From an optimization exercise on the open Yosys and OpenROAD flow, aimed at small area and a short achievable clock period; shortcuts taken in it are not production practice. In this exercise RTL edits were held to simulation tests only and were not proved equivalent to the original.

==> flow/design.v (excerpt) <==
module fft_butterfly_pipe (
  input  logic        clk,
  input  logic        rst,
  input  logic        in_valid,
  input  logic [3:0]  rd_addrA,
  input  logic [3:0]  rd_addrB,
  input  logic [2:0]  twiddle_idx,
  input  logic [3:0]  stage,
  input  logic        bank_sel,
  input  logic        agu_done,
  input  logic [31:0] rd_dataA,
  input  logic [31:0] rd_dataB,
  output logic [2:0]  tw_addr,
  input  logic [31:0] tw_data,
  output logic        wr_en,
  output logic        wr_bank,
  output logic [3:0]  wr_addrA,
  output logic [3:0]  wr_addrB,
  output logic [31:0] wr_dataA,
  output logic [31:0] wr_dataB,
  output logic        drained,
  output logic        done_out,
  output logic        hazard_err
);
  logic        v1_q, v2_q, v3_q;
  logic [3:0]  stage_q;                           
  logic [8:0]  meta1_q, meta2_q, meta3_q, meta4_q;   
  logic [31:0] a2_q, nb2_q, a3_q;
  logic [7:0]  one_n_re, two_n_re, neg_re, one_n_im, two_n_im, neg_im;
  logic [7:0]  one_n2_re, two_n2_re, neg2_re, one_n2_im, two_n2_im, neg2_im, neg_n2_im;
  logic [22:0] x_re, y_re, x_im, y_im, x3_re, y3_re, x3_im, y3_im;
  logic        c_re, c_im, c3_re, c3_im;
  logic        wrap1, wrap2_q, wrap3_q;
  ...
clock: 10.0 ns
lec_check: 0
cap_margin: 20
core_margin: 2
core_utilization: 55
slew_margin: 20
synth_hierarchical: 1
standard.sh (not shown) runs the stock make flow with config.mk's settings and CLKGATE_MAP_FILE= SYNTH_SCRIPT=/design/flow/synth_recipe.tcl, a recipe that flattens the netlist after the stock synthesis.
==> flow/flow/run.sh <==
#!/bin/bash
set -euo pipefail
export BUFFER_PORTS_ARGS="-buffer_cell sky130_fd_sc_hd__buf_1"
export SETUP_SLACK_MARGIN=5.5
export CTS_ARGS="-sink_clustering_enable -repair_clock_nets -sink_clustering_size 30 -sink_clustering_max_diameter 100 -buf_list {sky130_fd_sc_hd__clkbuf_8 sky130_fd_sc_hd__clkbuf_16} -dont_use_dummy_load"
bash standard.sh > standard.log 2>&1
==> next run, changes <==
--- a/flow/flow/run.sh
+++ b/flow/flow/run.sh
@@ -4 +4 @@
-export SETUP_SLACK_MARGIN=5.5
+export SETUP_SLACK_MARGIN=5.4
Result:
- wire length drops by 0.92%
- worst setup slack barely changes
- register-to-register slack gets worse by 0.08 ns
- maximum frequency is about the same
- die area stays the same

========
alpha:
Another version of the RTL of fft_butterfly_pipe (not shown whole).
Size: about 3100 cells after synthesis, roughly 200 I/O pins, ~33000 um2 of cells after synthesis.
clock: 10.0 ns
lec_check: 0
cap_margin: 20
core_margin: 2
core_utilization: 55
slew_margin: 20
synth_hierarchical: 1
==> flow/flow/run.sh <==
#!/bin/bash
set -euo pipefail
export BUFFER_PORTS_ARGS="-buffer_cell sky130_fd_sc_hd__buf_1"
export SETUP_SLACK_MARGIN=5.4
export CTS_ARGS="-sink_clustering_enable -repair_clock_nets -sink_clustering_size 30 -sink_clustering_max_diameter 100 -buf_list {sky130_fd_sc_hd__clkbuf_8 sky130_fd_sc_hd__clkbuf_16} -dont_use_dummy_load"
export RECOVER_POWER=100
bash standard.sh > standard.log 2>&1
alpha ran in full, but the layout does not pass; the checks complain about max-capacitance violations, max-slew violations.
The inputs of beta differ from those of alpha as listed below.
Settings: CTS_BUF_LIST now sky130_fd_sc_hd__clkbuf_4 sky130_fd_sc_hd__clkbuf_8, previously not set; CORE_UTILIZATION now 40, was 55.
==> flow/flow/run.sh <==
#!/bin/bash
set -euo pipefail
export BUFFER_PORTS_ARGS="-buffer_cell sky130_fd_sc_hd__buf_2"
export SETUP_SLACK_MARGIN=5.5
bash standard.sh > standard.log 2>&1
[summary]
- beta: all stages complete, timing, DRC and antenna checks passed
- For beta, the type of the worst setup path was input pin to primary output, unlike alpha, where it was register to register.
- Relative to alpha, the die height measured on beta has increased by more than 10%.
- Compared with alpha, in beta number of synthesized flops with an enable pin flat, clock insertion delay at the later pin of the skew report up 0.09 ns, count of non-CTS buffers in the layout up 13.
- Final period utilization | beta below alpha
### beta -> gamma
Settings: changing CORE_UTILIZATION from 40 to 55; setting GPL_TIMING_DRIVEN to 0 for the first time; removing CTS_BUF_LIST (formerly sky130_fd_sc_hd__clkbuf_4 sky130_fd_sc_hd__clkbuf_8).
==> flow/flow/run.sh <==
#!/bin/bash
set -euo pipefail
export BUFFER_PORTS_ARGS="-buffer_cell sky130_fd_sc_hd__buf_1"
export SETUP_SLACK_MARGIN=5.4
export CTS_ARGS="-sink_clustering_enable -repair_clock_nets -sink_clustering_size 30 -sink_clustering_max_diameter 100 -buf_list {sky130_fd_sc_hd__clkbuf_8 sky130_fd_sc_hd__clkbuf_16} -dont_use_dummy_load"
bash standard.sh > standard.log 2>&1
Findings:
- For beta and gamma, there was not a single run that failed to finish clean.
- Status: post-route worst setup slack parity (gamma, beta)
- Taking beta as 1.0, gamma lands at 0.937 on cell count.
- Higher final area was reported by gamma, not beta.
- Cmp beta and gamma / number of fillers in the final layout / higher: beta
- Relative to beta, layout overhead on the synthesized area has increased by 0.48 points in gamma.
- gamma ends up with higher sequential share of layout area than beta does.
Modified inputs, delta compared to gamma
Settings: GPL_TIMING_DRIVEN removed (was 0).
diff --git a/flow/flow/run.sh b/flow/flow/run.sh
--- a/flow/flow/run.sh
+++ b/flow/flow/run.sh
@@ -4 +4 @@
-export SETUP_SLACK_MARGIN=5.4
+export SETUP_SLACK_MARGIN=5.5
Findings:
- Where final setup slack of the worst path is concerned, gamma is outperformed by delta.
- delta ends up with a instance area at placement that is 4.4% lower than in gamma.
- On delta: overall routed net length is 6000 um lower than what gamma gave.
- Re non-clock buffer contribution to total cell area: gamma and delta aren't equal, and the higher value belongs to gamma.
- | number of clock buffers in the layout | delta vs gamma | 1 lower |

[separate check: timing with driven ports]
Ports are ideal in the flow. The routed layouts listed here were re-timed in OpenROAD. Step 1 assumes that a clkbuf_16 drives the clock port and a buf_2 every other input. Step 2, shift: input delay + t, output delay - t, t = (earliest + latest rising clock arrival at the registers) / 2. This alone moves slack from input paths to output paths. Three values: no drivers, after step 1, after step 2; two values: the first two.
run | t, ns | slack for setup (ns) | hold WS [ns]
the first run of note 1 | 0.616 | 5.389 / 5.356 / 5.356 | 0.263 / 0.263 / 0.263
the second run of note 1 | 0.618 | 5.389 / 5.356 / 5.356 | 0.263 / 0.263 / 0.263
alpha | 0.633 | 3.941 / 3.941 / 3.941 | 0.288 / 0.288 / 0.288
beta | 0.732 | 5.374 / 5.336 / 5.336 | 0.323 / 0.323 / 0.323
gamma | 0.616 | 5.372 / 5.332 / 5.332 | 0.308 / 0.308 / 0.308
delta | 0.610 | 5.376 / 5.331 / 5.331 | 0.315 / 0.315 / 0.315
The setup slack of delta, which loses most, moves by -0.045 ns with the drivers and by -0.045 ns with both steps.
